Background: an optimization exercise with open tools, aiming at small area, a short achievable clock period and few clock cycles per item. Do not read the settings as production practice. Function was checked by simulation only, so behaviour that the tests miss may differ from the original.

## flow/design.v (module list and top-level ports; edited modules follow where they fit)
// module qlane0: 190 lines
// module qlane1: 198 lines
// module qlane2: 219 lines
// module qlane3: 222 lines
// module qlane4: 217 lines
// module qlane5: 204 lines
// module qlane6: 203 lines
// module qlane7: 187 lines
// module block_quantizer: 104 lines
module block_quantizer (
	input  logic        clk,
	input  logic        arst_n,
	input  logic [95:0] in_row,
	input  logic        in_valid,
	output logic        in_ready,
	output logic [96:0] out_beat,
	output logic        out_valid,
	input  logic        out_ready
);
  // ...
==> flow/flow/run.sh <==
#!/bin/bash
# The standard layout (standard synthesis included), with ORFS's
# repair_timing asked to leave extra setup slack so that the achieved
# period shrinks. Only the repair target changes; the SDC is the standard flow's.
set -e
cd "$(dirname "$0")/.."
echo "export SETUP_SLACK_MARGIN = 17.8" >> config.mk
bash standard.sh > standard.log 2>&1
==> flow/standard.sh <==
#!/bin/bash
# synth_recipe.tcl (not shown) runs the flow's synth.tcl, then flattens the netlist and writes it again
# the make line also repeats each setting of config.mk as NAME=value (left out here)
make -C /OpenROAD-flow-scripts/flow DESIGN_CONFIG=/design/flow/config.mk WORK_HOME=/design/flow/orfs CLKGATE_MAP_FILE= SYNTH_SCRIPT=/design/flow/synth_recipe.tcl "${@:-finish}"
==> flow/config.mk <==
export PLATFORM = sky130hd
export DESIGN_NAME = block_quantizer
export DESIGN_NICKNAME = block_quantizer
export VERILOG_FILES = /design/flow/design.v
export SDC_FILE = /design/flow/constraint.sdc
export NUM_CORES = 4
export LEC_CHECK = 0
export CAP_MARGIN = 20
export CORE_MARGIN = 2
export CORE_UTILIZATION = 40
export SLEW_MARGIN = 20
export SETUP_SLACK_MARGIN = 17.8
==> flow/constraint.sdc <==
create_clock -name core_clock -period 24.0 [get_ports {clk}]
set_input_delay 4.8000 -clock core_clock [delete_from_list [all_inputs] [get_ports {clk}]]
set_output_delay 4.8000 -clock core_clock [all_outputs]
set_load 0.01 [all_outputs]
==> summary.md, run 1 <==
| Metric | Value |
|---|---|
| Logic inverters | `607` |
| CP startpoint | `ob[64]$_DFFE_PP_` |
| Fillers | `8252` |
| Fin area | `38800 um^2` |
| Cells after synthesis | `3899` |
| Pin count of the biggest net entering global routing | `80` |
| TritonCTS Buffers | `27` |
| Top flop regs | `x0: 96 flops, ob: 65 flops, sk: 65 flops` |
| Post-synth EDFFs | `229` |
| # H-tree levels | `1` |
| Cell mode on critical path | `buf_6` |
| Layout clock area frac | `2.25%` |
| Initial antenna violation count | `2` |
| Die area | `87900 um^2` |
| RR Endpoint | `ob[3]$_DFFE_PP_` |
| Post-Route WL | `110000 um` |
| GRT Overall Usage | `24.9%` |
| Layout area overhead | `13.3%` |
| Met2 WL | `50000 um` |
| Ys flop type | `edfxtp_1` |
| Top Metal Used | `met4` |
| Routing usage on met1 | `34.6%` |
| Most flop-heavy register | `x0` |
| Hold WS | `496 ps` |
| Via density per instance | `5.52` |
| Register area | `7080 um^2` |
| Worst skew pair latency | `600 ps` |
| Port bufs | `198` |
| Post-DP HPWL | `78900 um` |
| Top cells by area, synth | `fa_1 28%, edfxtp_1 20%, ha_1 6.8%, inv_1 6.6%, a21oi_1 4.2%` |
| Status | `finished clean` |
| Commonest non-fill, non-tap cells in the layout | `599 x inv_1, 480 x fa_1, 365 x nand2_1` |
Testbench counts, summed over its fixed seeds: cycles 8,208, rows 8,192.
==> run 2: changes to the inputs <==
--- a/flow/flow/run.sh
+++ b/flow/flow/run.sh
@@ -4,5 +4,5 @@
 # period shrinks. Only the repair target changes; the SDC is the standard flow's.
 set -e
 cd "$(dirname "$0")/.."
-echo "export SETUP_SLACK_MARGIN = 17.8" >> config.mk
+echo "export SETUP_SLACK_MARGIN = 17.0" >> config.mk
 bash standard.sh > standard.log 2>&1
--- a/flow/config.mk
+++ b/flow/config.mk
@@ -9,4 +9,4 @@
 export CORE_MARGIN = 2
 export CORE_UTILIZATION = 40
 export SLEW_MARGIN = 20
-export SETUP_SLACK_MARGIN = 17.8
+export SETUP_SLACK_MARGIN = 17.0
==> run 2 against run 1 <==
  * Via count is 1.5% lower
  * Global-route usage is 0.57 points lower
  * Critical path type is now reg2reg
  * Count of clock-buffer cells in the layout is 1 higher
  * Critical path depth is 18 higher
  * Wire length is 3.5% lower
  * Non-clock buffer count is 33 lower
  * Synthesized cell count stayed put
  * Sequential share of layout area is 0.30 points higher
  * Core utilization is 0.73 points lower
  * Worst setup slack worse by 620 ps
==> summary.md, run 2 <==
| Metric | Value |
|---|---|
| Worst skew pair latency | `650 ps (was 600 ps)` |
| Number of global-route vias before repair | `27200 (was 27400)` |
| Reg2Reg Setup Slack | `17200 ps (was 17940 ps)` |
| Placed cell areas | `36800 um^2 (about the same)` |
| Main combinational cell family by area after synthesis | `adder cells (unchanged)` |
| Worst-path cell chain | `clkinv_2 -> buf_8 -> buf_8 -> nor2_4 -> nand2_1 -> clkinvlp_4 -> nand2_1 -> inv_1 -> fa_1 -> fa_1 -> inv_1 -> fa_1 -> fa_1 -> inv_1 -> ha_1 -> a21o_1 -> a211o_1 -> o31ai_4 -> o21bai_2 -> or4b_1 -> nand3_1 (was buf_6 -> buf_6 -> buf_6)` |
| TritonCTS Buffers | `31 (was 27)` |
| Ys flop type | `edfxtp_1 (unchanged)` |
| Crit path to | `ob[3]$_DFFE_PP_ (was out_beat[94])` |
| Slowest stage delay, CP | `580 ps (was 420 ps)` |
| Top-count cell post-synth | `inv_1 (unchanged)` |
| Async S/R FF share, synth | `3.38% (unchanged)` |
| Critical Path End Type | `register (was primary output)` |
| Via count | `27600 (was 28100)` |
| Worst-path maximum fanout | `60 (was 4)` |
| Cell mode on critical path | `fa_1 (was buf_6)` |
| Starting density of the core | `40.2% (unchanged)` |
| Layout area overhead | `11.5% (was 13.3%)` |
| CP arrival | `7290 ps (was 1380 ps)` |
| Routed length per placed instance | `21.0 um (was 21.7 um)` |
| Drt initial violations | `2748 (was 2853)` |
| Chip width | `296 um (unchanged)` |
| Synthesized area | `34200 um^2 (unchanged)` |
| Clock transition at path regs | `60 ps (about the same)` |
| Max Fclk | `147 MHz (was 162 MHz)` |
| Commonest non-fill, non-tap cells in the layout | `599 x inv_1, 480 x fa_1, 369 x nand2_1 (was 599 x inv_1, 480 x fa_1, 365 x nand2_1)` |
| GR Overflow Total | `0 (unchanged)` |
| CTS tree | `yes (unchanged)` |
| Post-synthesis mux area share | `2.33% (unchanged)` |
| Die area | `87900 um^2 (unchanged)` |
| Layout cell share with drive strength beyond 1 | `5.18% (was 7.10%)` |
| Final number of setup-violating endpoints | `0 (unchanged)` |
| Port bufs | `198 (unchanged)` |
| Synth Area in XOR/XNOR | `3.28% (unchanged)` |
| Seq/Total Area, Yosys | `20.7% (unchanged)` |
| Clock root cell | `clkbuf_16 (unchanged)` |
| Tcrit/Tclk final | `28.3% (was 25.7%)` |
| Fin area | `38100 um^2 (was 38800 um^2)` |
| Critical Path RT | `24490 ps (was 19200 ps)` |
| Core footprint | `85000 um^2 (unchanged)` |
| Final Skew | `38.5 ps (was 14.5 ps)` |
| Dpl cells | `5000 (was 4999)` |
| Final hold violation count | `0 (unchanged)` |
| FF-to-FF Start | `r0[1]$_DFFE_PN_ (unchanged)` |
| CTS Buffer Depth | `3 (unchanged)` |
| Commonest non-fill, non-tap cell in the layout | `inv_1 (unchanged)` |
| Setup TNS Final | `0 ps (unchanged)` |
| Post-Route WL | `106000 um (was 110000 um)` |
| # DRC | `0 (unchanged)` |
| Most flop-heavy register | `x0 (unchanged)` |
| Gpl congestion | `0.956 (was 0.939)` |
| Post-DP HPWL | `78300 um (was 78900 um)` |
| Drt first pass iters | `8 (unchanged)` |
| Worst R2R Path Depth | `21 (unchanged)` |
| Post-Synth Adder-Cell Area | `35.0% (unchanged)` |
| Relative slew slack | `36.0% (was 30.6%)` |
| GRT Overall Usage | `24.3% (was 24.9%)` |
| Max FFs per register | `96 (unchanged)` |
| Post-synth top area share | `28.1% (unchanged)` |
| Worst-Margin Slew | `958 ps (was 1040 ps)` |
| Post-route minimum period | `6800 ps (was 6180 ps)` |
| # rows | `107 (unchanged)` |
| Pin count of the biggest net entering global routing | `77 (was 80)` |
| Max-slew violations | `0 (unchanged)` |
| WS Path Type | `reg2reg (was reg2out)` |
| # clock sinks | `237 (unchanged)` |
| Synth Area in Compound Gates | `15.0% (unchanged)` |
| Setup crit start kind | `register (unchanged)` |
| Die height | `296 um (unchanged)` |
| Ys Warns | `1 (unchanged)` |
| Largest delay share family, worst path | `adder cells (was flip-flops)` |
| Final cell count without fillers | `5060 (was 5087)` |
| # H-tree levels | `1 (unchanged)` |
| Nets@finish | `4660 (was 4690)` |
| Detail Route Antenna Nets | `0 (unchanged)` |
| CP max-delay cell | `edfxtp_1 (unchanged)` |
| Worst path depth | `21 (was 3)` |
| Via density per instance | `5.46 (was 5.52)` |
| CP startpoint | `r0[1]$_DFFE_PN_ (was ob[64]$_DFFE_PP_)` |
| MaxCap Viol Count | `0 (unchanged)` |
| Status | `finished clean (unchanged)` |
| WP buf/inv | `7 (was 3)` |
| Post-synth top cells | `602 x inv_1, 480 x fa_1, 378 x nand2_1 (unchanged)` |
| Cells after synthesis | `3899 (unchanged)` |
| Synthesized net count | `4666 (unchanged)` |
| CTS Hold Bufs | `0 (unchanged)` |
| Initial antenna violation count | `0 (was 2)` |
| RR Endpoint | `ob[3]$_DFFE_PP_ (unchanged)` |
| RSZ-0062 raised after global routing | `yes (unchanged)` |
| Antenna diode count | `0 (was 1)` |
| Worst Hold Class | `reg2reg (unchanged)` |
| Synth cell types | `78 (unchanged)` |
| Top cells by area, synth | `fa_1 28%, edfxtp_1 20%, ha_1 6.8%, inv_1 6.6%, a21oi_1 4.2% (unchanged)` |
| First-pass GRT wire length | `164000 um (was 167000 um)` |
| Synthesized area per cell | `8.77 um^2 (unchanged)` |
| Post-synth top area cell | `fa_1 (unchanged)` |
| Seq cells post-synth | `237 (unchanged)` |
| Post-synthesis simple-gate area fraction | `13.4% (unchanged)` |
| I/O pins | `199 (unchanged)` |
| Top flop regs | `x0: 96 flops, ob: 65 flops, sk: 65 flops (unchanged)` |
| Post-synth EDFFs | `229 (unchanged)` |
==> run 2: cell counts after synthesis <==
No cell type changed its count.
==> run 2: final cells by class <==
class | instances | area [um^2]
Fill cell | 8331 | 46900
Multi-Input combinational cell | 2763 | 23700
Sequential cell | 237 | 7080
Timing Repair Buffer | 254 | 2600
Inverter | 606 | 2300
Tap cell | 1144 | 1430
Clock buffer | 34 | 787
Clock inverter | 22 | 239
==> run 2: metrics by stage <==
stage / hold slack (ps) / setup slack [ps] / utilization [%]
final: 475 / 17200 / 44.9
after global routing: 500 / 16990 / 44.9
after CTS: 486 / 16980 / 44.7
after detailed placement: 474 / 16140 / 43.3
after global placement: 474 / 16340 / 43.3
after floorplan: 440 / 17490 / -
==> run 2: worst min-delay path by stage <==
stage	start	to	slack, ps	cells past startpoint
2_1_floorplan	row_cnt[2]$_DFFE_PN0P_	row_cnt[2]$_DFFE_PN0P_	440	1
3_3_place_gp	row_cnt[2]$_DFFE_PN0P_	row_cnt[2]$_DFFE_PN0P_	470	1
3_5_place_dp	row_cnt[2]$_DFFE_PN0P_	row_cnt[2]$_DFFE_PN0P_	470	1
4_1_cts	row_cnt[2]$_DFFE_PN0P_	row_cnt[2]$_DFFE_PN0P_	490	1
5_1_grt	row_cnt[2]$_DFFE_PN0P_	row_cnt[2]$_DFFE_PN0P_	500	1
6_report	row_cnt[2]$_DFFE_PN0P_	row_cnt[2]$_DFFE_PN0P_	470	1
==> run 2: layer usage <==
metal  track usage (%)  share of wire (%)  up-vias
met5                 0                  0        -
met4              6.17                2.7        0
met2              38.6                 45     1179
li1                  -                  -    12700
met1              34.4                 43    13600
met3              4.33                8.8      162
==> run 2: cell families (layout without fill, tap and decap cells) <==
family,Yosys count,after routing
flops,237,237
fa+ha+maj,668,668
xor+xnor,128,128
simple gates,1036,1036
mux,74,74
compound gates,857,857
buf+inv,899,916
==> run 2: timing repair <==
item	4_1_cts	5_1_grt
setup endpoints to repair	108	68
gates resized for setup	26	33
buffers inserted	0	1
cloned	2	1
==> run 3: changes to the inputs <==
==> flow/flow/run.sh (replaced) <==
#!/bin/bash
# The standard layout (standard synthesis included), with two changes:
#  - after synthesis, flow/polarity.py removes inverters around full adders
#    (full adders are self-dual, so inverting all three inputs inverts both
#    outputs); flip-flops and the function are unchanged;
#  - ORFS's repair_timing is asked to leave extra setup slack, so that the
#    achieved period shrinks. The SDC is the standard flow's.
set -e
cd "$(dirname "$0")/.."
W=$PWD
R=$W/orfs/results/sky130hd/block_quantizer/base
echo "export SETUP_SLACK_MARGIN = 17.8" >> config.mk
bash standard.sh $R/1_2_yosys.v > synth.log 2>&1
cp $R/1_2_yosys.v $W/1_2_yosys.standard.v
python3 flow/polarity.py $W/1_2_yosys.standard.v $R/1_2_yosys.v > polarity.log 2>&1
bash standard.sh > standard.log 2>&1
==> flow/flow/polarity.py (new file) <==
#!/usr/bin/env python3
"""Removes inverters around full adders in a Yosys gate netlist.

A full adder is self-dual: FA(~a, ~b, ~c) = (~sum, ~cout). Where a full
adder's inputs come through inverters, it is cheaper to feed it the
uninverted nets and take its outputs as inverted. This pass flips full
adders greedily while that removes more inverters than it adds. The
function of the netlist and its flip-flops are unchanged.

usage: polarity.py IN.v OUT.v
"""
import re, sys
src = open(sys.argv[1]).read()
cell_re = re.compile(r"  (sky130_fd_sc_hd__\w+) (\\\S+ |\S+) \(\n(.*?)\n  \);\n", re.S)
pin_re = re.compile(r'\.(\w+)\((.*?)\)(?:,|$)', re.M)
OUTS = {'X', 'Y', 'Q', 'Q_N', 'SUM', 'COUT', 'HI', 'LO'}
m = re.search(r'^module (\w+)\((.*?)\);', src, re.M | re.S)
ports = set(p.strip() for p in m.group(2).split(','))
first = cell_re.search(src)
head = src[:first.start()]
tail_idx = src.rfind('endmodule')
cells = {}
order = []
for cm in cell_re.finditer(src):
    typ, name, body = cm.group(1), cm.group(2), cm.group(3)
    pins = []
    for line in body.split('\n'):
        pm = re.match(r'\s*\.(\w+)\((.*)\),?\s*$', line)
        pins.append((pm.group(1), pm.group(2)))
    cells[name] = {'type': typ, 'pins': dict(pins), 'order': [p for p, _ in pins]}
    order.append(name)
# sanity: every cell parsed, nothing but whitespace between cells
assert len(order) == len(re.findall(r'^  sky130_fd_sc_hd__', src, re.M)), "unparsed cells"
assert cell_re.sub('', src[first.start():tail_idx]).strip() == '', "text between cells"
def is_port_net(n):
    base = n.strip().lstrip('\\').split('[')[0].strip()
    return base in ports
drv = {}
loads = {}
def add_pin(c, p, n):
    if p in OUTS:
        drv[n] = (c, p)
    else:
        loads.setdefault(n, set()).add((c, p))
def rm_pin(c, p, n):
    if p in OUTS:
        if drv.get(n) == (c, p): del drv[n]
    else:
        loads.get(n, set()).discard((c, p))
for c in order:
    for p, n in cells[c]['pins'].items():
        add_pin(c, p, n)
def is_inv(c):
    return c in cells and re.match(r'sky130_fd_sc_hd__(clk)?inv_\d+$', cells[c]['type'])
def setpin(c, p, n):
    old = cells[c]['pins'][p]
    rm_pin(c, p, old)
    cells[c]['pins'][p] = n
    add_pin(c, p, n)
newid = [0]
def newnet():
    newid[0] += 1
    return f"_pol{newid[0]}_"
newnets = []
def inv_of(n):
    """an existing inverter driven by n, if any"""
    for (c, p) in loads.get(n, ()):
        if is_inv(c):
            return cells[c]['pins']['Y']
    return None
def add_inv(a, y):
    newid[0] += 1
    name = f"_polinv{newid[0]}_"
    cells[name] = {'type': 'sky130_fd_sc_hd__inv_1', 'pins': {'A': a, 'Y': y}, 'order': ['A', 'Y']}
    order.append(name)
    add_pin(name, 'A', a); add_pin(name, 'Y', y)
    return name
def remove_cell(c):
    for p, n in cells[c]['pins'].items():
        rm_pin(c, p, n)
    del cells[c]
def gain(f):
    g = 0
    pins = cells[f]['pins']
    for p in ('A', 'B', 'CIN'):
        n = pins[p]
        d = drv.get(n)
        if d and is_inv(d[0]) and not is_port_net(n):
            # bypass; the inverter goes if f was its only load
            if len(loads.get(n, ())) == 1:
                g += 1
        else:
            if inv_of(n) is None:
                g -= 1
    for p in ('SUM', 'COUT'):
        n = pins[p]
        ls = loads.get(n, set())
        if is_port_net(n):
            g -= 1
            continue
        invs = [c for c, _ in ls if is_inv(c) and not is_port_net(cells[c]['pins']['Y'])]
        others = len(ls) - len(invs)
        g += len(invs)
        if others:
            g -= 1
    return g
def flip(f):
    pins = cells[f]['pins']
    for p in ('A', 'B', 'CIN'):
        n = pins[p]
        d = drv.get(n)
        if d and is_inv(d[0]) and not is_port_net(n):
            src_n = cells[d[0]]['pins']['A']
            setpin(f, p, src_n)
            if not loads.get(n):
                remove_cell(d[0])
        else:
            y = inv_of(n)
            if y is None:
                y = newnet(); newnets.append(y)
                add_inv(n, y)
            setpin(f, p, y)
    for p in ('SUM', 'COUT'):
        n = pins[p]
        nn = newnet(); newnets.append(nn)
        setpin(f, p, nn)          # f now drives ~n on nn
        ls = list(loads.get(n, set()))
        invs = [c for c, _ in ls if is_inv(c) and not is_port_net(cells[c]['pins']['Y'])]
        for ic in invs:
            y = cells[ic]['pins']['Y']
            for (lc, lp) in list(loads.get(y, set())):
                setpin(lc, lp, nn)
            remove_cell(ic)
        if loads.get(n) or is_port_net(n):
            add_inv(nn, n)
before = sum(1 for c in cells if is_inv(c))
for it in range(20):
    changed = 0
    for f in [c for c in order if c in cells and re.match(r'sky130_fd_sc_hd__fa_\d+$', cells[c]['type'])]:
        if gain(f) > 0:
            flip(f); changed += 1
    if not changed:
        break
after = sum(1 for c in cells if is_inv(c))
# drop inverters with no loads (not driving ports)
out = [head]
for n in newnets:
    out.append(f"  wire {n};\n")
for c in order:
    if c not in cells: continue
    cc = cells[c]
    body = ",\n".join(f"    .{p}({cc['pins'][p]})" for p in cc['order'])
    out.append(f"  {cc['type']} {c} (\n{body}\n  );\n")
out.append(src[tail_idx:])
open(sys.argv[2], 'w').write("".join(out))
print(f"inverters {before} -> {after}", file=sys.stderr)
--- a/flow/config.mk
+++ b/flow/config.mk
@@ -9,4 +9,4 @@
 export CORE_MARGIN = 2
 export CORE_UTILIZATION = 40
 export SLEW_MARGIN = 20
-export SETUP_SLACK_MARGIN = 17.0
+export SETUP_SLACK_MARGIN = 17.8
==> run 3 against run 2 <==
  * Sequential share of layout area up 0.14 points
  * Worst hold slack better by 8.1 ps
  * Worst setup slack better by 550 ps
  * Core utilization increased by 1.5 points
  * First-iteration DRC count decreased by 3.1%
  * Die area fell by 3.8%
  * Non-clock buffer count is 55 higher
  * Highest routed layer is now met5
==> summary.md, run 3 <==
| Metric | Value |
|---|---|
| Status | `finished clean (unchanged)` |
| TritonCTS Buffers | `31 (unchanged)` |
| Post-DP HPWL | `75700 um (was 78300 um)` |
| CP arrival | `1450 ps (was 7290 ps)` |
| WHS Endpoint | `row_cnt[2]$_DFFE_PN0P_ (unchanged)` |
| GRT Overall Usage | `24.9% (was 24.3%)` |
| Worst Hold Class | `reg2reg (unchanged)` |
| Layout area overhead | `15.1% (was 11.5%)` |
| Dpl cells | `4571 (was 5000)` |
| Layout cell share with drive strength beyond 1 | `8.91% (was 5.18%)` |
| Most flop-heavy register | `x0 (unchanged)` |
| Setup crit start kind | `register (unchanged)` |
| Critical Path RT | `19200 ps (was 24490 ps)` |
| Post-route minimum period | `6250 ps (was 6800 ps)` |
| First-pass GRT wire length | `164000 um (about the same)` |
| Number of global-route vias before repair | `27000 (was 27200)` |
| Max-slew violations | `0 (unchanged)` |
| Starting density of the core | `40.3% (was 40.2%)` |
| Routed length per placed instance | `22.9 um (was 21.0 um)` |
| Synthesized area per cell | `9.27 um^2 (was 8.77 um^2)` |
| Cells after synthesis | `3549 (was 3899)` |
| Reg2Reg Setup Slack | `17820 ps (was 17200 ps)` |
| Hold_sp | `row_cnt[2]$_DFFE_PN0P_ (unchanged)` |
| Pin count of the biggest net entering global routing | `76 (was 77)` |
| # clock sinks | `237 (unchanged)` |
| Relative slew slack | `43.1% (was 36.0%)` |
| Final Skew | `17.7 ps (was 38.5 ps)` |
| Via count | `27100 (was 27600)` |
| Nets@finish | `4369 (was 4660)` |
| Antenna diode count | `0 (unchanged)` |
| RSZ-0062 raised after global routing | `yes (unchanged)` |
| Die area | `84500 um^2 (was 87900 um^2)` |
| Setup TNS Final | `0 ps (unchanged)` |
| Worst skew pair latency | `600 ps (was 650 ps)` |
| Critical Path End Type | `primary output (was register)` |
| Core footprint | `81700 um^2 (was 85000 um^2)` |
| Gpl congestion | `0.910 (was 0.956)` |
| Die height | `291 um (was 296 um)` |
| Worst R2R Path Depth | `20 (was 21)` |
| Final cell count without fillers | `4694 (was 5060)` |
| Post-Route WL | `108000 um (was 106000 um)` |
| Hold Crit Depth | `1 (unchanged)` |
| Commonest non-fill, non-tap cell in the layout | `fa_1 (was inv_1)` |
| Via density per instance | `5.77 (was 5.46)` |
| Synthesized area | `32900 um^2 (was 34200 um^2)` |
| CTS tree | `yes (unchanged)` |
| RR Endpoint | `ob[3]$_DFFE_PP_ (unchanged)` |
| Worst-path maximum fanout | `3 (was 60)` |
| Initial antenna violation count | `1 (was 0)` |
| # DRC | `0 (unchanged)` |
| Drt first pass iters | `6 (was 8)` |
| # rows | `105 (was 107)` |
| Tcrit/Tclk final | `26.1% (was 28.3%)` |
| GR Overflow Total | `0 (unchanged)` |
| Fillers | `7771 (was 8331)` |
| Final core utilization | `46.3% (was 44.9%)` |
| Detail Route Antenna Nets | `0 (unchanged)` |
| CTS Hold Bufs | `0 (unchanged)` |
| I/O pins | `199 (unchanged)` |
| Clock transition at path regs | `60 ps (about the same)` |
| Ys Warns | `1 (unchanged)` |
| Register area | `7080 um^2 (unchanged)` |
| Cell mode on critical path | `buf_6 (was fa_1)` |
| Worst-path cell chain | `buf_6 -> buf_4 -> buf_6 (was clkinv_2 -> buf_8 -> buf_8 -> nor2_4 -> nand2_1 -> clkinvlp_4 -> nand2_1 -> inv_1 -> fa_1 -> fa_1 -> inv_1 -> fa_1 -> fa_1 -> inv_1 -> ha_1 -> a21o_1 -> a211o_1 -> o31ai_4 -> o21bai_2 -> or4b_1 -> nand3_1)` |
| Final number of setup-violating endpoints | `0 (unchanged)` |
| Footprint of the multi-input gates | `24000 um^2 (was 23700 um^2)` |
| Max FFs per register | `96 (unchanged)` |
| MaxCap Viol Count | `0 (unchanged)` |
| # H-tree levels | `1 (unchanged)` |
| Clock root cell | `clkbuf_16 (unchanged)` |
| Drt initial violations | `2663 (was 2748)` |
| Port bufs | `198 (unchanged)` |
| Top flop regs | `x0: 96 flops, ob: 65 flops, sk: 65 flops (unchanged)` |
| WS Path Type | `reg2out (was reg2reg)` |
| Max Fclk | `160 MHz (was 147 MHz)` |
| Final hold violation count | `0 (unchanged)` |
| Slowest stage delay, CP | `460 ps (was 580 ps)` |
| FF-to-FF Start | `r0[2]$_DFFE_PN_ (was r0[1]$_DFFE_PN_)` |
| Commonest non-fill, non-tap cells in the layout | `480 x fa_1, 363 x nand2_1, 326 x nor2_1 (was 599 x inv_1, 480 x fa_1, 369 x nand2_1)` |
| Synthesized net count | `4316 (was 4666)` |
| Chip width | `291 um (was 296 um)` |
| CP max-delay cell | `edfxtp_1 (unchanged)` |
| CTS Buffer Depth | `3 (unchanged)` |
| Worst-Margin Slew | `854 ps (was 958 ps)` |
run 3: metrics by stage:
step / area (um^2) / hold slack, ps / setup WS, ps
6_report: 37900 / 483 / 17750
4_1_cts: 37200 / 499 / 17660
3_3_place_gp: 35400 / 459 / 15570
3_5_place_dp: 35400 / 484 / 15420
5_1_grt: 37900 / 499 / 17640
2_1_floorplan: 32900 / 440 / 17780
run 3: timing repair:
| action | CTS | global route |
|---|---|---|
| resized for setup | 276 | 70 |
| endpoints found under the setup margin | 273 | 100 |
| setup buffers | 27 | 23 |
| pin swaps | 5 | 6 |
| cloned | 9 | 9 |
run 3: cell type report:
cell class                 instances  area share, %
multi-input combinational       2764           63.4
sequential                       237           18.7
timing repair buffer             309           8.83
tap                             1070           3.54
inverter                         256           2.75
clock buffer                      35           2.12
clock inverter                    20          0.641
timing repair inverter             3         0.0661
run 3: worst max path at each step:
stage                           from          endpoint  slack [ps]  cells after the start
finish              ob[57]$_DFFE_PP_      out_beat[81]       17750                      3
global route         r0[2]$_DFFE_PN_   ob[3]$_DFFE_PP_       17640                     20
CTS                 ob[57]$_DFFE_PP_      out_beat[84]       17660                      3
detailed placement   r0[1]$_DFFE_PN_  ob[21]$_DFFE_PP_       15420                     19
global placement     r0[1]$_DFFE_PN_  ob[21]$_DFFE_PP_       15570                     19
floorplan                  out_ready   ob[0]$_DFFE_PP_       17780                      2
run 3: layer usage:
metal | global-route usage [%] | part of all wire [%] | vias to the layer above
met5 | 0 | 0.010 | -
met4 | 7.71 | 3.3 | 2
met3 | 3.38 | 8.4 | 194
met2 | 40.9 | 47 | 1325
met1 | 34.3 | 41 | 13400
li1 | - | - | 12200
run 3: critical path: cells and delay by family (launching register included):
| kind | cells | cell delay (ps) |
|---|---|---|
| buffers and inverters | 3 | 390 |
| DFF | 1 | 460 |
==> run 4: changes to the inputs <==
--- a/flow/config.mk
+++ b/flow/config.mk
@@ -7,6 +7,6 @@
 export LEC_CHECK = 0
 export CAP_MARGIN = 20
 export CORE_MARGIN = 2
-export CORE_UTILIZATION = 40
+export CORE_UTILIZATION = 70
 export SLEW_MARGIN = 20
 export SETUP_SLACK_MARGIN = 17.8
==> run 4 against run 3 <==
  * Count of clock-buffer cells in the layout shrank 5
  * Largest cell class unchanged
  * Critical path depth up 1
  * Global-route usage grew 19 points
  * Critical path type unchanged
==> summary.md, run 4 <==
| Metric | Value |
|---|---|
| Status | `finished clean (unchanged)` |
| CP arrival | `1540 ps (was 1450 ps)` |
| # DRC | `0 (unchanged)` |
| I/O pins | `199 (unchanged)` |
| Nets@finish | `4359 (was 4369)` |
| Hold WS | `516 ps (was 483 ps)` |
| # H-tree levels | `1 (unchanged)` |
| CTS Buffer Depth | `3 (unchanged)` |
| Port bufs | `198 (unchanged)` |
| Chip width | `221 um (was 291 um)` |
| RSZ-0062 raised after global routing | `yes (unchanged)` |
| Starting density of the core | `70.8% (was 40.3%)` |
| # clock sinks | `237 (unchanged)` |
| Layout area overhead | `12.6% (was 15.1%)` |
| First-pass GRT wire length | `164000 um (about the same)` |
| Worst Hold Class | `reg2reg (unchanged)` |
| Post-Route WL | `109000 um (was 108000 um)` |
| DP Worst Slack | `16050 ps (was 15420 ps)` |
| Worst Setup Slack, final | `17660 ps (was 17750 ps)` |
| Drt initial violations | `4273 (was 2663)` |
| Synthesized net count | `4316 (unchanged)` |
| # rows | `79 (was 105)` |
| Post-DP HPWL | `73500 um (was 75700 um)` |
| Reg2Reg Setup Slack | `17810 ps (was 17820 ps)` |
| Setup crit start kind | `register (unchanged)` |
| TritonCTS Buffers | `26 (was 31)` |
| Clock transition at path regs | `60 ps (about the same)` |
| CTS tree | `yes (unchanged)` |
| Die height | `221 um (was 291 um)` |
| Worst-Margin Slew | `1130 ps (was 854 ps)` |
| Worst-path maximum fanout | `4 (was 3)` |
| Core footprint | `46500 um^2 (was 81700 um^2)` |
| MaxCap Viol Count | `0 (unchanged)` |
| Max-slew violations | `0 (unchanged)` |
| Cells after synthesis | `3549 (unchanged)` |
| WS Path Type | `reg2out (unchanged)` |
| Via density per instance | `6.91 (was 5.77)` |
| GR Overflow Total | `0 (unchanged)` |
| Routed length per placed instance | `25.8 um (was 22.9 um)` |
| Hold_sp | `row_cnt[1]$_DFFE_PN0P_ (was row_cnt[2]$_DFFE_PN0P_)` |
| Most flop-heavy register | `x0 (unchanged)` |
| Commonest non-fill, non-tap cell in the layout | `fa_1 (unchanged)` |
| Layout cell share with drive strength beyond 1 | `8.33% (was 8.91%)` |
| WHS Endpoint | `r0[1]$_DFFE_PN_ (was row_cnt[2]$_DFFE_PN0P_)` |
| Critical Path RT | `19200 ps (about the same)` |
| Final hold violation count | `0 (unchanged)` |
| Setup TNS Final | `0 ps (unchanged)` |
| Synthesized area per cell | `9.27 um^2 (unchanged)` |
| CTS Hold Bufs | `0 (unchanged)` |
| Hold Crit Depth | `0 (was 1)` |
| Worst R2R Path Depth | `19 (was 20)` |
| Via count | `29200 (was 27100)` |
| Gpl congestion | `1.03 (was 0.910)` |
| Drt first pass iters | `9 (was 6)` |
| Fillers | `2997 (was 7771)` |
| Ys Warns | `1 (unchanged)` |
| Worst skew pair latency | `590 ps (was 600 ps)` |
| Critical Path End Type | `primary output (unchanged)` |
| RR Endpoint | `ob[7]$_DFFE_PP_ (was ob[3]$_DFFE_PP_)` |
| Number of global-route vias before repair | `29300 (was 27000)` |
| Synthesized area | `32900 um^2 (unchanged)` |
| Commonest non-fill, non-tap cells in the layout | `480 x fa_1, 362 x nand2_1, 328 x nor2_1 (was 480 x fa_1, 363 x nand2_1, 326 x nor2_1)` |
| Max FFs per register | `96 (unchanged)` |
| FF-to-FF Start | `r0[2]$_DFFE_PN_ (unchanged)` |
| Tcrit/Tclk final | `26.4% (was 26.1%)` |
| Die area | `48700 um^2 (was 84500 um^2)` |
| Final number of setup-violating endpoints | `0 (unchanged)` |
| Pin count of the biggest net entering global routing | `105 (was 76)` |
| Max Fclk | `158 MHz (was 160 MHz)` |
| Clock root cell | `clkbuf_16 (unchanged)` |
| GRT Overall Usage | `44.2% (was 24.9%)` |
| Final Skew | `33.3 ps (was 17.7 ps)` |
| Initial antenna violation count | `3 (was 1)` |
| Post-route minimum period | `6340 ps (was 6250 ps)` |
| Relative slew slack | `25.0% (was 43.1%)` |
| Top flop regs | `x0: 96 flops, ob: 65 flops, sk: 65 flops (unchanged)` |
| Detail Route Antenna Nets | `0 (unchanged)` |
[run 4: final cells by class]
class                      count  area, um^2  share of cell area, %
sequential                   237        7080                   19.1
inverter                     256        1020                   2.74
timing repair inverter         1        7.51                 0.0203
clock inverter                18         141                  0.382
clock buffer                  30         687                   1.85
tap                          607         759                   2.05
antenna                        2        5.00                 0.0135
timing repair buffer         306        3390                   9.16
multi-input combinational   2764       24000                   64.7
[run 4: through the flow]
stage	util, %	cell area, um^2	instances
2_1_floorplan	-	32900	3549
3_3_place_gp	74.9	34800	4108
3_5_place_dp	74.9	34800	4108
4_1_cts	78.4	36400	4192
5_1_grt	79.7	37000	4219
6_report	79.7	37000	4221
[run 4: worst max-delay path by stage]
stage                           startpoint               end  slack (ps)  cells past startpoint
final                     ob[64]$_DFFE_PP_      out_beat[95]       17660                      4
after global routing       r0[2]$_DFFE_PN_   ob[7]$_DFFE_PP_       17650                     19
after CTS                 ob[27]$_DFFE_PP_      out_beat[35]       17660                      4
after detailed placement   r0[2]$_DFFE_PN_  ob[39]$_DFFE_PP_       16050                     20
after global placement     r0[2]$_DFFE_PN_  ob[21]$_DFFE_PP_       16340                     19
after floorplan                  out_ready   ob[0]$_DFFE_PP_       17780                      2
[run 4: timing repair]
item                                    CTS  global route
pin swaps                                 3             6
gates resized for setup                 237            85
setup buffers                            24            19
endpoints found under the setup margin  266           109
cloned                                   12             8
[run 4: layer usage]
layer  track usage (%)  share of wire [%]  routed length (um)
met5             0.808              0.024                  26
met4              25.6                7.3                7970
met3              10.7                 13               14500
met2              70.3                 45               49400
met1              55.5                 34               36900
[run 4: worst max-delay path: stages (launching register included)]
cell and delay [ps]:
edfxtp_1 450, buf_6 160, buf_6 110, buf_6 110, buf_6 110
==> run 5: changes to the inputs <==
--- a/flow/config.mk
+++ b/flow/config.mk
@@ -7,6 +7,6 @@
 export LEC_CHECK = 0
 export CAP_MARGIN = 20
 export CORE_MARGIN = 2
-export CORE_UTILIZATION = 70
+export CORE_UTILIZATION = 60
 export SLEW_MARGIN = 20
 export SETUP_SLACK_MARGIN = 17.8
==> run 5 against run 4 <==
  * Still clean on timing, DRC and antenna
  * Worst setup slack improved by 53 ps
  * Sequential share of layout area increased by 0.10 points
  * Fmax increased by 0.85%
  * Cell count increased by 2.0%
  * Critical path type unchanged
==> summary.md, run 5 <==
| Metric | Value |
|---|---|
| Status | `finished clean (unchanged)` |
| Crit path to | `out_beat[35] (was out_beat[95])` |
| Core footprint | `54000 um^2 (was 46500 um^2)` |
| Post-DP HPWL | `76900 um (was 73500 um)` |
| Port bufs | `198 (unchanged)` |
| Top Metal Used | `met5 (unchanged)` |
| Detail Route Antenna Nets | `0 (unchanged)` |
| Fin area | `36800 um^2 (was 37000 um^2)` |
| Top flop regs | `x0: 96 flops, ob: 65 flops, sk: 65 flops (unchanged)` |
| Starting density of the core | `60.9% (was 70.8%)` |
| Routed length per placed instance | `25.3 um (was 25.8 um)` |
| Placed cell areas | `35000 um^2 (was 34800 um^2)` |
| Layout area overhead | `12.0% (was 12.6%)` |
| Worst-Margin Slew | `1090 ps (was 1130 ps)` |
| Post-route minimum period | `6280 ps (was 6340 ps)` |
| Die height | `238 um (was 221 um)` |
| Final Skew | `18.9 ps (was 33.3 ps)` |
| WL met3 | `12500 um (was 14500 um)` |
| Worst skew pair latency | `610 ps (was 590 ps)` |
| CTS Buffer Depth | `3 (unchanged)` |
| FF-to-FF Start | `r0[2]$_DFFE_PN_ (unchanged)` |
| Cell mode on critical path | `buf_6 (unchanged)` |
| Worst-path cell chain | `buf_6 -> buf_6 -> buf_6 -> buf_6 (unchanged)` |
| # DRC | `0 (unchanged)` |
| Drt initial violations | `3491 (was 4273)` |
| Most flop-heavy register | `x0 (unchanged)` |
| Max FFs per register | `96 (unchanged)` |
| CP max-delay cell | `edfxtp_1 (unchanged)` |
| Synthesized area per cell | `9.27 um^2 (unchanged)` |
| MaxCap Viol Count | `0 (unchanged)` |
| RR Endpoint | `ob[27]$_DFFE_PP_ (was ob[7]$_DFFE_PP_)` |
| Hold WS | `525 ps (was 516 ps)` |
| Pin count of the biggest net entering global routing | `82 (was 105)` |
| Footprint of the multi-input gates | `23900 um^2 (was 24000 um^2)` |
| Tcrit/Tclk final | `26.2% (was 26.4%)` |
| Ys Warns | `1 (unchanged)` |
| WL met1 | `40200 um (was 36900 um)` |
| Initial antenna violation count | `4 (was 3)` |
| CP arrival | `1480 ps (was 1540 ps)` |
| Synthesized area | `32900 um^2 (unchanged)` |
| Worst Hold Class | `reg2reg (unchanged)` |
| Post-Route WL | `109000 um (about the same)` |
| Register area | `7080 um^2 (unchanged)` |
| Setup crit start kind | `register (unchanged)` |
| Max Fclk | `159 MHz (was 158 MHz)` |
| GRT Overall Usage | `38.0% (was 44.2%)` |
| Met2 WL | `49700 um (was 49400 um)` |
| Critical Path End Type | `primary output (unchanged)` |
| CTS tree | `yes (unchanged)` |
| Chip width | `238 um (was 221 um)` |
| Reg2Reg Setup Slack | `17890 ps (was 17810 ps)` |
| Drt first pass iters | `8 (was 9)` |
| Worst Setup Slack, final | `17720 ps (was 17660 ps)` |
| GR Overflow Total | `0 (unchanged)` |
| Nets@finish | `4350 (was 4359)` |
| Final number of setup-violating endpoints | `0 (unchanged)` |
| Synthesized net count | `4316 (unchanged)` |
| Slowest stage delay, CP | `420 ps (was 450 ps)` |
| CP startpoint | `ob[27]$_DFFE_PP_ (was ob[64]$_DFFE_PP_)` |
| Cells after synthesis | `3549 (unchanged)` |
| First-pass GRT wire length | `164000 um (about the same)` |
| Commonest non-fill, non-tap cells in the layout | `480 x fa_1, 365 x nand2_1, 328 x nor2_1 (was 480 x fa_1, 362 x nand2_1, 328 x nor2_1)` |
| Final hold violation count | `0 (unchanged)` |
| # clock sinks | `237 (unchanged)` |
| Fillers | `4375 (was 2997)` |
| Layout cell share with drive strength beyond 1 | `7.77% (was 8.33%)` |
| Number of global-route vias before repair | `28000 (was 29300)` |
| # rows | `85 (was 79)` |
| Worst-path maximum fanout | `2 (was 4)` |
| Max-slew violations | `0 (unchanged)` |
| Relative slew slack | `27.3% (was 25.0%)` |
| CTS Hold Bufs | `0 (unchanged)` |
| Critical Path RT | `19200 ps (about the same)` |
| Die area | `56700 um^2 (was 48700 um^2)` |
| Commonest non-fill, non-tap cell in the layout | `fa_1 (unchanged)` |
| Gpl congestion | `1.01 (was 1.03)` |
| Clock transition at path regs | `70 ps (was 60 ps)` |
| Via count | `28000 (was 29200)` |
| RSZ-0062 raised after global routing | `yes (unchanged)` |
| DP Worst Slack | `16710 ps (was 16050 ps)` |
| Setup TNS Final | `0 ps (unchanged)` |
| # H-tree levels | `1 (unchanged)` |
| Via density per instance | `6.49 (was 6.91)` |
| WS Path Type | `reg2out (unchanged)` |
| Clock root cell | `clkbuf_16 (unchanged)` |
| I/O pins | `199 (unchanged)` |
| TritonCTS Buffers | `29 (was 26)` |
| Worst R2R Path Depth | `20 (was 19)` |
## run 5: metal layers
metal  vias up  track usage [%]
met5         -                0
met4         6             18.4
met3       408             8.46
met2      1794             60.3
met1     13600             49.7
li1      12100                -
## run 5: how the worst min path moves through the flow
| stage | start | to | slack, ps | cells past startpoint |
|---|---|---|---|---|
| floorplan | row_cnt[2]$_DFFE_PN0P_ | row_cnt[2]$_DFFE_PN0P_ | 440 | 1 |
| global placement | v0$_DFFE_PN0N_ | v0$_DFFE_PN0N_ | 480 | 2 |
| detailed placement | v0$_DFFE_PN0N_ | v0$_DFFE_PN0N_ | 490 | 2 |
| CTS | v0$_DFFE_PN0N_ | v0$_DFFE_PN0N_ | 510 | 2 |
| global route | sk[10]$_DFFE_PP_ | ob[10]$_DFFE_PP_ | 540 | 2 |
| finish | sk[10]$_DFFE_PP_ | ob[10]$_DFFE_PP_ | 530 | 2 |
## run 5: critical path, delay by kind of cell, from the launching register on
family | cells | cell delay [ps]
flip-flops | 1 | 420
buffers and inverters | 4 | 460
## run 5: metrics by stage
step | instances | utilization, %
6_report | 4304 | 68.2
5_1_grt | 4302 | 68.2
4_1_cts | 4279 | 67.2
3_5_place_dp | 4206 | 64.8
3_3_place_gp | 4206 | 64.8
2_1_floorplan | 3549 | -
## run 5: area by class of cell
class	count	area share (%)
tap	696	2.36
clock inverter	20	0.384
antenna	3	0.0204
clock buffer	33	2.01
inverter	256	2.66
multi-input combinational	2763	64.8
sequential	237	19.2
timing repair buffer	296	8.56
## run 5: what timing repair did
action                                  4_1_cts  5_1_grt
resized for setup                           202       75
setup buffers                                13       15
endpoints found under the setup margin      223       85
pin swaps                                     2        4
cloned                                        7        6
==> run 6: changes to the inputs <==
--- a/flow/config.mk
+++ b/flow/config.mk
@@ -5,6 +5,7 @@
 export SDC_FILE = /design/flow/constraint.sdc
 export NUM_CORES = 4
 export LEC_CHECK = 0
+export ABC_AREA = 1
 export CAP_MARGIN = 20
 export CORE_MARGIN = 2
 export CORE_UTILIZATION = 60
==> run 6 against run 5 <==
  * Worst setup slack better by 23 ps
  * Fmax up 0.36%
  * Critical endpoint is now out_beat[67]
  * Register-to-register slack improved by 80 ps
  * Still clean on timing, DRC and antenna
  * Core utilization fell by 0.32 points
  * Sequential share of layout area is 0.52 points higher
  * Sequential cell count did not move
==> summary.md, run 6 <==
| Metric | Value |
|---|---|
| Drt first pass iters | `8 (unchanged)` |
| Final number of setup-violating endpoints | `0 (unchanged)` |
| Hold Crit Depth | `1 (was 2)` |
| Gpl congestion | `1.02 (was 1.01)` |
| Initial antenna violation count | `0 (was 4)` |
| WS Path Type | `reg2out (unchanged)` |
| Clock root cell | `clkbuf_16 (unchanged)` |
| Pin count of the biggest net entering global routing | `72 (was 82)` |
| Worst skew pair latency | `610 ps (about the same)` |
| TritonCTS Buffers | `27 (was 29)` |
| Starting density of the core | `60.9% (about the same)` |
| Drt initial violations | `3306 (was 3491)` |
| Max Fclk | `160 MHz (was 159 MHz)` |
| Setup crit start kind | `register (unchanged)` |
| Worst R2R Path Depth | `20 (unchanged)` |
| WHS Endpoint | `e1$_DFF_PN1_ (was ob[10]$_DFFE_PP_)` |
| Chip width | `236 um (was 238 um)` |
| Status | `finished clean (unchanged)` |
| Tcrit/Tclk final | `26.1% (was 26.2%)` |
| Top flop regs | `x0: 96 flops, ob: 65 flops, sk: 65 flops (unchanged)` |
| # rows | `84 (was 85)` |
| Worst-path maximum fanout | `4 (was 2)` |
| Ys Warns | `1 (unchanged)` |
| I/O pins | `199 (unchanged)` |
| # clock sinks | `237 (unchanged)` |
| Critical Path End Type | `primary output (unchanged)` |
| Worst-Margin Slew | `1220 ps (was 1090 ps)` |
| Register area | `7080 um^2 (unchanged)` |
| # DRC | `0 (unchanged)` |
| Commonest non-fill, non-tap cell in the layout | `nand2_1 (was fa_1)` |
| Port bufs | `198 (unchanged)` |
| Relative slew slack | `18.9% (was 27.3%)` |
| Detail Route Antenna Nets | `0 (unchanged)` |
| Post-Route WL | `104000 um (was 109000 um)` |
| GR Overflow Total | `0 (unchanged)` |
| Commonest non-fill, non-tap cells in the layout | `958 x nand2_1, 502 x inv_1, 480 x fa_1 (was 480 x fa_1, 365 x nand2_1, 328 x nor2_1)` |
| Number of global-route vias before repair | `29100 (was 28000)` |
| Max-slew violations | `0 (unchanged)` |
| CTS tree | `yes (unchanged)` |
| CP arrival | `1460 ps (was 1480 ps)` |
| Post-DP HPWL | `80300 um (was 76900 um)` |
| Reg2Reg Setup Slack | `17970 ps (was 17890 ps)` |
| RSZ-0062 raised after global routing | `yes (unchanged)` |
| Max FFs per register | `96 (unchanged)` |
| Die height | `236 um (was 238 um)` |
| Cells after synthesis | `3875 (was 3549)` |
| Via density per instance | `6.07 (was 6.49)` |
| Layout cell share with drive strength beyond 1 | `5.16% (was 7.77%)` |
| Synthesized net count | `4642 (was 4316)` |
| Die area | `55600 um^2 (was 56700 um^2)` |
| # H-tree levels | `1 (unchanged)` |
| Post-route minimum period | `6260 ps (was 6280 ps)` |
| Synthesized area | `32200 um^2 (was 32900 um^2)` |
| Antenna diode count | `0 (was 3)` |
| RR Endpoint | `sk[35]$_DFFE_PP_ (was ob[27]$_DFFE_PP_)` |
| Nets@finish | `4793 (was 4350)` |
| Critical Path RT | `19200 ps (about the same)` |
| Synthesized area per cell | `8.31 um^2 (was 9.27 um^2)` |
| Fillers | `4386 (was 4375)` |
| CTS Buffer Depth | `3 (unchanged)` |
| Clock transition at path regs | `70 ps (about the same)` |
| MaxCap Viol Count | `0 (unchanged)` |
| FF-to-FF Start | `r0[0]$_DFFE_PN_ (was r0[2]$_DFFE_PN_)` |
| Via count | `28800 (was 28000)` |
| Core footprint | `52900 um^2 (was 54000 um^2)` |
| Layout area overhead | `11.4% (was 12.0%)` |
| Footprint of the multi-input gates | `22500 um^2 (was 23900 um^2)` |
| Final hold violation count | `0 (unchanged)` |
| Worst Hold Class | `reg2reg (unchanged)` |
| Hold_sp | `v0$_DFFE_PN0N_ (was sk[10]$_DFFE_PP_)` |
| Setup TNS Final | `0 ps (unchanged)` |
| Routed length per placed instance | `21.9 um (was 25.3 um)` |
| Most flop-heavy register | `x0 (unchanged)` |
| GRT Overall Usage | `37.5% (was 38.0%)` |
| First-pass GRT wire length | `162000 um (was 164000 um)` |
| Final Skew | `29.6 ps (was 18.9 ps)` |
run 6: final cells by class:
| cell class | count | share of cell area (%) |
|---|---|---|
| Timing Repair Buffer | 266 | 6.85 |
| Sequential cell | 237 | 19.7 |
| Timing Repair inverter | 3 | 0.0488 |
| Inverter | 539 | 5.79 |
| Tap cell | 688 | 2.40 |
| Clock buffer | 38 | 2.29 |
| Clock inverter | 12 | 0.279 |
| Multi-Input combinational cell | 2952 | 62.6 |
run 6: what timing repair did:
| item | CTS | global route |
|---|---|---|
| hold buffers | 0 | 0 |
| gates cloned | 3 | 1 |
| pin swaps | 3 | 4 |
| resized for setup | 150 | 50 |
| endpoints found under the setup margin | 261 | 127 |
| buffers inserted | 23 | 20 |
run 6: per-layer routing:
layer | vias up | track usage, % | share of wire [%]
met5 | - | 0 | 0
met2 | 1821 | 60.3 | 46
li1 | 12800 | - | -
met3 | 359 | 8.24 | 11
met1 | 13800 | 49.3 | 38
met4 | 0 | 15.9 | 4.7
run 6: critical path, cell delays in order, from the launching register on:
cell and delay [ps]:
edfxtp_1 410, buf_4 160, dlygate4sd2_1 280
run 6: worst max-delay path by stage:
stage,start,endpoint,slack [ps],depth (start not counted)
2_1_floorplan,out_ready,ob[0]$_DFFE_PP_,17770,2
3_3_place_gp,out_ready,ob[21]$_DFFE_PP_,17060,4
3_5_place_dp,out_ready,ob[20]$_DFFE_PP_,16940,4
4_1_cts,ob[50]$_DFFE_PP_,out_beat[71],17660,3
5_1_grt,ob[50]$_DFFE_PP_,out_beat[69],17700,2
6_report,ob[50]$_DFFE_PP_,out_beat[67],17740,2
run 6: stage by stage:
| stage | util (%) | area [um^2] | hold slack (ps) | std cells | setup WS, ps |
|---|---|---|---|---|---|
| after floorplan | - | 32200 | 384 | 3875 | 17770 |
| after global routing | 67.9 | 35900 | 455 | 4735 | 17700 |
| after global placement | 65.3 | 34500 | 396 | 4638 | 17060 |
| after detailed placement | 65.3 | 34500 | 425 | 4638 | 16940 |
| after CTS | 67.3 | 35600 | 435 | 4714 | 17660 |
| final | 67.9 | 35900 | 432 | 4735 | 17740 |
==> module block_quantizer, before the edit <==
module block_quantizer (
	input  logic        clk,
	input  logic        arst_n,
	input  logic [95:0] in_row,
	input  logic        in_valid,
	output logic        in_ready,
	output logic [96:0] out_beat,
	output logic        out_valid,
	input  logic        out_ready
);
	logic go;
	logic c1, c2, e1;
	logic rdy, ovl;
	logic c1_n, c2_n;
	logic push, pop;
	logic [2:0] row_cnt;
	assign go = !c2;
	assign in_ready = rdy;
	always_ff @(posedge clk or negedge arst_n)
	begin
		if (!arst_n)
			row_cnt <= '0;
		else if (in_valid && go)
			row_cnt <= row_cnt + 3'd1;
	end
	logic v0;
	logic [2:0] r0;
	logic [95:0] x0;
	always_ff @(posedge clk or negedge arst_n)
	begin
		if (!arst_n)
			v0 <= 1'b0;
		else if (go)
			v0 <= in_valid;
	end
	always_ff @(posedge clk)
	begin
		if (go)
		begin
			x0 <= in_row;
			r0 <= row_cnt;
		end
	end
	logic [8:0] q0;
	qlane0 i_lane0 (.r(r0), .x(x0[11:0]), .q(q0));
	logic [8:0] q1;
	qlane1 i_lane1 (.r(r0), .x(x0[23:12]), .q(q1));
	logic [8:0] q2;
	qlane2 i_lane2 (.r(r0), .x(x0[35:24]), .q(q2));
	logic [8:0] q3;
	qlane3 i_lane3 (.r(r0), .x(x0[47:36]), .q(q3));
	logic [8:0] q4;
	qlane4 i_lane4 (.r(r0), .x(x0[59:48]), .q(q4));
	logic [8:0] q5;
	qlane5 i_lane5 (.r(r0), .x(x0[71:60]), .q(q5));
	logic [8:0] q6;
	qlane6 i_lane6 (.r(r0), .x(x0[83:72]), .q(q6));
	logic [8:0] q7;
	qlane7 i_lane7 (.r(r0), .x(x0[95:84]), .q(q7));
	logic [64:0] res;
	assign res = {q7[6:0], q6[6:0], q5[6:0], q4[7:0], q3[7:0], q2[8:0], q1[8:0], q0[8:0], (r0 == 3'd7)};
	assign push = go && v0;
	assign pop = c1 && out_ready;
	logic [64:0] ob;
	logic [64:0] sk;
	always_ff @(posedge clk or negedge arst_n)
	begin
		if (!arst_n)
		begin
			e1 <= 1'b1;
			c2 <= 1'b0;
		end
		else
		begin
			e1 <= !c1_n;
			c2 <= c2_n;
		end
	end
	assign c1 = !e1;
	assign c1_n = push || c2 || (c1 && !pop);
	assign c2_n = (c1 && push && !pop) || (c2 && !pop);
	always_ff @(posedge clk or negedge arst_n)
	begin
		if (!arst_n)
		begin
			rdy <= 1'b1;
			ovl <= 1'b0;
		end
		else
		begin
			rdy <= !c2_n;
			ovl <= c1_n;
		end
	end
	always_ff @(posedge clk)
	begin
		if (out_ready || !c1)
			ob <= c2 ? sk : res;
		if (c1 && !c2)
			sk <= res;
	end
	assign out_valid = ovl;
	assign out_beat = {{{5{ob[64]}}, ob[64:58]}, {{5{ob[57]}}, ob[57:51]}, {{5{ob[50]}}, ob[50:44]}, {{4{ob[43]}}, ob[43:36]}, {{4{ob[35]}}, ob[35:28]}, {{3{ob[27]}}, ob[27:19]}, {{3{ob[18]}}, ob[18:10]}, {{3{ob[9]}}, ob[9:1]}, ob[0]};
endmodule
==> run 7: changes to the inputs <==
--- a/flow/design.v
+++ b/flow/design.v
@@ -1745,13 +1745,20 @@
 			ovl <= c1_n;
 		end
 	end
+	logic [7:0] obn;
 	always_ff @(posedge clk)
 	begin
 		if (out_ready || !c1)
+		begin
 			ob <= c2 ? sk : res;
+			obn <= ~(c2 ? sgn_sk : sgn_res);
+		end
 		if (c1 && !c2)
 			sk <= res;
 	end
 	assign out_valid = ovl;
-	assign out_beat = {{{5{ob[64]}}, ob[64:58]}, {{5{ob[57]}}, ob[57:51]}, {{5{ob[50]}}, ob[50:44]}, {{4{ob[43]}}, ob[43:36]}, {{4{ob[35]}}, ob[35:28]}, {{3{ob[27]}}, ob[27:19]}, {{3{ob[18]}}, ob[18:10]}, {{3{ob[9]}}, ob[9:1]}, ob[0]};
+	logic [7:0] sgn_sk, sgn_res;
+	assign sgn_sk = {sk[64], sk[57], sk[50], sk[43], sk[35], sk[27], sk[18], sk[9]};
+	assign sgn_res = {res[64], res[57], res[50], res[43], res[35], res[27], res[18], res[9]};
+	assign out_beat = {{{3{~obn[7]}}, {2{ob[64]}}, ob[64:58]}, {{3{~obn[6]}}, {2{ob[57]}}, ob[57:51]}, {{3{~obn[5]}}, {2{ob[50]}}, ob[50:44]}, {{2{~obn[4]}}, {2{ob[43]}}, ob[43:36]}, {{2{~obn[3]}}, {2{ob[35]}}, ob[35:28]}, {{2{~obn[2]}}, {1{ob[27]}}, ob[27:19]}, {{2{~obn[1]}}, {1{ob[18]}}, ob[18:10]}, {{2{~obn[0]}}, {1{ob[9]}}, ob[9:1]}, ob[0]};
 endmodule
==> run 7 against run 6 <==
  * Count of clock-buffer cells in the layout stayed put
  * Fmax is 2.3% lower
  * Worst hold slack worse by 15 ps
  * Final area is 1.5% higher
  * Synthesized cell count is 2.7% higher
  * Register-to-register slack better by 30 ps
  * Synthesized area is 1.8% higher
  * Die area is 1.7% higher
  * Critical path type unchanged
==> summary.md, run 7 <==
| Metric | Value |
|---|---|
| Commonest non-fill, non-tap cell in the layout | `nand2_1 (unchanged)` |
| Synthesized area per cell | `8.24 um^2 (was 8.31 um^2)` |
| Via count | `28600 (was 28800)` |
| Status | `finished clean (unchanged)` |
| Layout area overhead | `11.1% (was 11.4%)` |
| Final number of setup-violating endpoints | `0 (unchanged)` |
| Clock root cell | `clkbuf_16 (unchanged)` |
| Cells after synthesis | `3980 (was 3875)` |
| Worst-path maximum fanout | `2 (was 4)` |
| Nets@finish | `4888 (was 4793)` |
| # clock sinks | `245 (was 237)` |
| Die area | `56500 um^2 (was 55600 um^2)` |
| Gpl congestion | `1.04 (was 1.02)` |
| Via density per instance | `5.92 (was 6.07)` |
| Worst Setup Slack, final | `17590 ps (was 17740 ps)` |
| CP arrival | `1610 ps (was 1460 ps)` |
| DP Worst Slack | `16810 ps (was 16940 ps)` |
| Clock transition at path regs | `60 ps (was 70 ps)` |
| Starting density of the core | `60.8% (was 60.9%)` |
| Post-DP HPWL | `78400 um (was 80300 um)` |
| GR Overflow Total | `0 (unchanged)` |
| Commonest non-fill, non-tap cells in the layout | `993 x nand2_1, 527 x inv_1, 480 x fa_1 (was 958 x nand2_1, 502 x inv_1, 480 x fa_1)` |
| CTS Buffer Depth | `3 (unchanged)` |
| Detail Route Antenna Nets | `0 (unchanged)` |
| Die height | `238 um (was 236 um)` |
| Routed length per placed instance | `20.9 um (was 21.9 um)` |
| TritonCTS Buffers | `29 (was 27)` |
| Layout cell share with drive strength beyond 1 | `4.93% (was 5.16%)` |
| Worst-Margin Slew | `1070 ps (was 1220 ps)` |
| Fin area | `36400 um^2 (was 35900 um^2)` |
| Chip width | `238 um (was 236 um)` |
| Worst Hold Class | `reg2reg (unchanged)` |
| # H-tree levels | `1 (unchanged)` |
| Number of global-route vias before repair | `28100 (was 29100)` |
| Slowest stage delay, CP | `680 ps (was 410 ps)` |
| Port bufs | `198 (unchanged)` |
| WS Path Type | `reg2out (unchanged)` |
| Most flop-heavy register | `x0 (unchanged)` |
| MaxCap Viol Count | `0 (unchanged)` |
| Initial antenna violation count | `2 (was 0)` |
| Core footprint | `53900 um^2 (was 52900 um^2)` |
| Cell mode on critical path | `buf_6` |
| Setup crit start kind | `register (unchanged)` |
| Max Fclk | `156 MHz (was 160 MHz)` |
| CTS tree | `yes (unchanged)` |
| Critical Path End Type | `primary output (unchanged)` |
| First-pass GRT wire length | `157000 um (was 162000 um)` |
| Pin count of the biggest net entering global routing | `66 (was 72)` |
| Drt first pass iters | `8 (unchanged)` |
| Tcrit/Tclk final | `26.7% (was 26.1%)` |
| Max FFs per register | `96 (unchanged)` |
| Final core utilization | `67.5% (was 67.9%)` |
| Final hold violation count | `0 (unchanged)` |
| RSZ-0062 raised after global routing | `yes (unchanged)` |
| Post-Route WL | `101000 um (was 104000 um)` |
| I/O pins | `199 (unchanged)` |
| Relative slew slack | `28.8% (was 18.9%)` |
| # rows | `85 (was 84)` |
| Synthesized net count | `4747 (was 4642)` |
| Ys Warns | `1 (unchanged)` |
| Post-route minimum period | `6410 ps (was 6260 ps)` |
| GRT Overall Usage | `36.2% (was 37.5%)` |
| Max-slew violations | `0 (unchanged)` |
| Worst skew pair latency | `600 ps (was 610 ps)` |
| Placed cell areas | `35100 um^2 (was 34500 um^2)` |
| Top flop regs | `x0: 96 flops, ob: 65 flops, sk: 65 flops (unchanged)` |
| Final Skew | `14.2 ps (was 29.6 ps)` |
| # DRC | `0 (unchanged)` |
| Critical Path RT | `19200 ps (about the same)` |
| Drt initial violations | `3083 (was 3306)` |
| Synthesized area | `32800 um^2 (was 32200 um^2)` |
| CP max-delay cell | `edfxtp_1 (unchanged)` |
| Setup TNS Final | `0 ps (unchanged)` |
| Worst-path cell chain | `inv_2 -> buf_6 -> buf_6 (was buf_4 -> dlygate4sd2_1)` |
[run 7: path summary, 6_finish.rpt]
kind                                   from                     end  slack (ps)  depth (start not counted)
max                        obn[5]$_DFFE_PP_            out_beat[72]       17590                          3
min                          v0$_DFFE_PN0N_            e1$_DFF_PN1_         420                          1
max reg2reg                 r0[0]$_DFFE_PN_        sk[55]$_DFFE_PP_       18000                         21
min reg2reg                  v0$_DFFE_PN0N_            e1$_DFF_PN1_         420                          1
max in group asynchronous            arst_n           rdy$_DFF_PN1_       19180                          1
min in group asynchronous            arst_n  row_cnt[1]$_DFFE_PN0P_        4500                          1
[run 7: worst max-delay path: cells and delay by family, from the launching register on]
kind	cells	cell delay, ps
flops	1	680
buf+inv	3	330
[run 7: per-layer routing]
layer  up-vias  GRT usage [%]  part of all wire, %
li1      13100              -                    -
met2      1641           54.2                   43
met4         2           15.5                  5.0
met3       316           8.55                   11
met1     13600           50.7                   41
met5         -              0                0.013
[run 7: final cells by class]
| type | count | area, um^2 |
|---|---|---|
| well taps | 696 | 871 |
| diodes | 1 | 2.50 |
| multi-input cells | 3023 | 22800 |
| flip-flops and latches | 245 | 7320 |
| inverters | 561 | 2140 |
| clock inverters | 12 | 83.8 |
| clock buffers | 38 | 801 |
| repair buffers | 260 | 2420 |
| repair inverters | 1 | 7.51 |
| fillers | 4627 | 17500 |
[run 7: timing repair]
| action | CTS | global route |
|---|---|---|
| setup buffers | 18 | 16 |
| pin swaps | 3 | 3 |
| hold buffers | 0 | 0 |
| gates resized for setup | 168 | 54 |
| endpoints found under the setup margin | 273 | 151 |
| gates cloned | 1 | 0 |
| endpoints found under the hold margin | 0 | 0 |
[run 7: metrics by stage]
stage                     instances  hold slack [ps]
after floorplan                3980              384
after global placement         4751              406
after detailed placement       4751              404
after CTS                      4820              414
after global routing           4836              463
final                          4837              417
Testbench counts of run 7, summed over its fixed seeds: cycles 8,208, rows 8,192.

[re-timing with driven ports]
How much do the figures lean on ideal ports? The routed layouts below were timed once more, with nothing changed but the port constraints.
Step 1 assumes that a clkbuf_16 drives the clock port and a buf_2 every other input.
Step 2 adds t to the input delays and takes it off the output delays; t is the mean of the earliest and latest rising clock arrival at the registers after step 1. Input paths then give back, and output paths get back, about the clock's delay inside the block.
a / b / c = ideal / step 1 / step 2; a / b = the first two.
| run | t, ns | setup slack, ns | pins driven straight from the clock port |
|---|---|---|---|
| run 1 | 0.659 | 17.820 / 17.751 / 17.338 | 1 |
| run 2 | 0.699 | 17.200 / 17.200 / 17.195 | 1 |
| run 3 | 0.662 | 17.747 / 17.682 / 17.454 | 1 |
| run 4 | 0.638 | 17.663 / 17.601 / 17.489 | 1 |
| run 5 | 0.661 | 17.716 / 17.651 / 17.268 | 1 |
| run 6 | 0.661 | 17.739 / 17.675 / 17.253 | 1 |
| run 7 | 0.657 | 17.595 / 17.532 / 17.386 | 1 |
After both steps setup and hold are still met in every run listed. For run 6, which loses most, drivers alone change the setup slack by -0.064 ns; drivers and shift together by -0.486 ns.
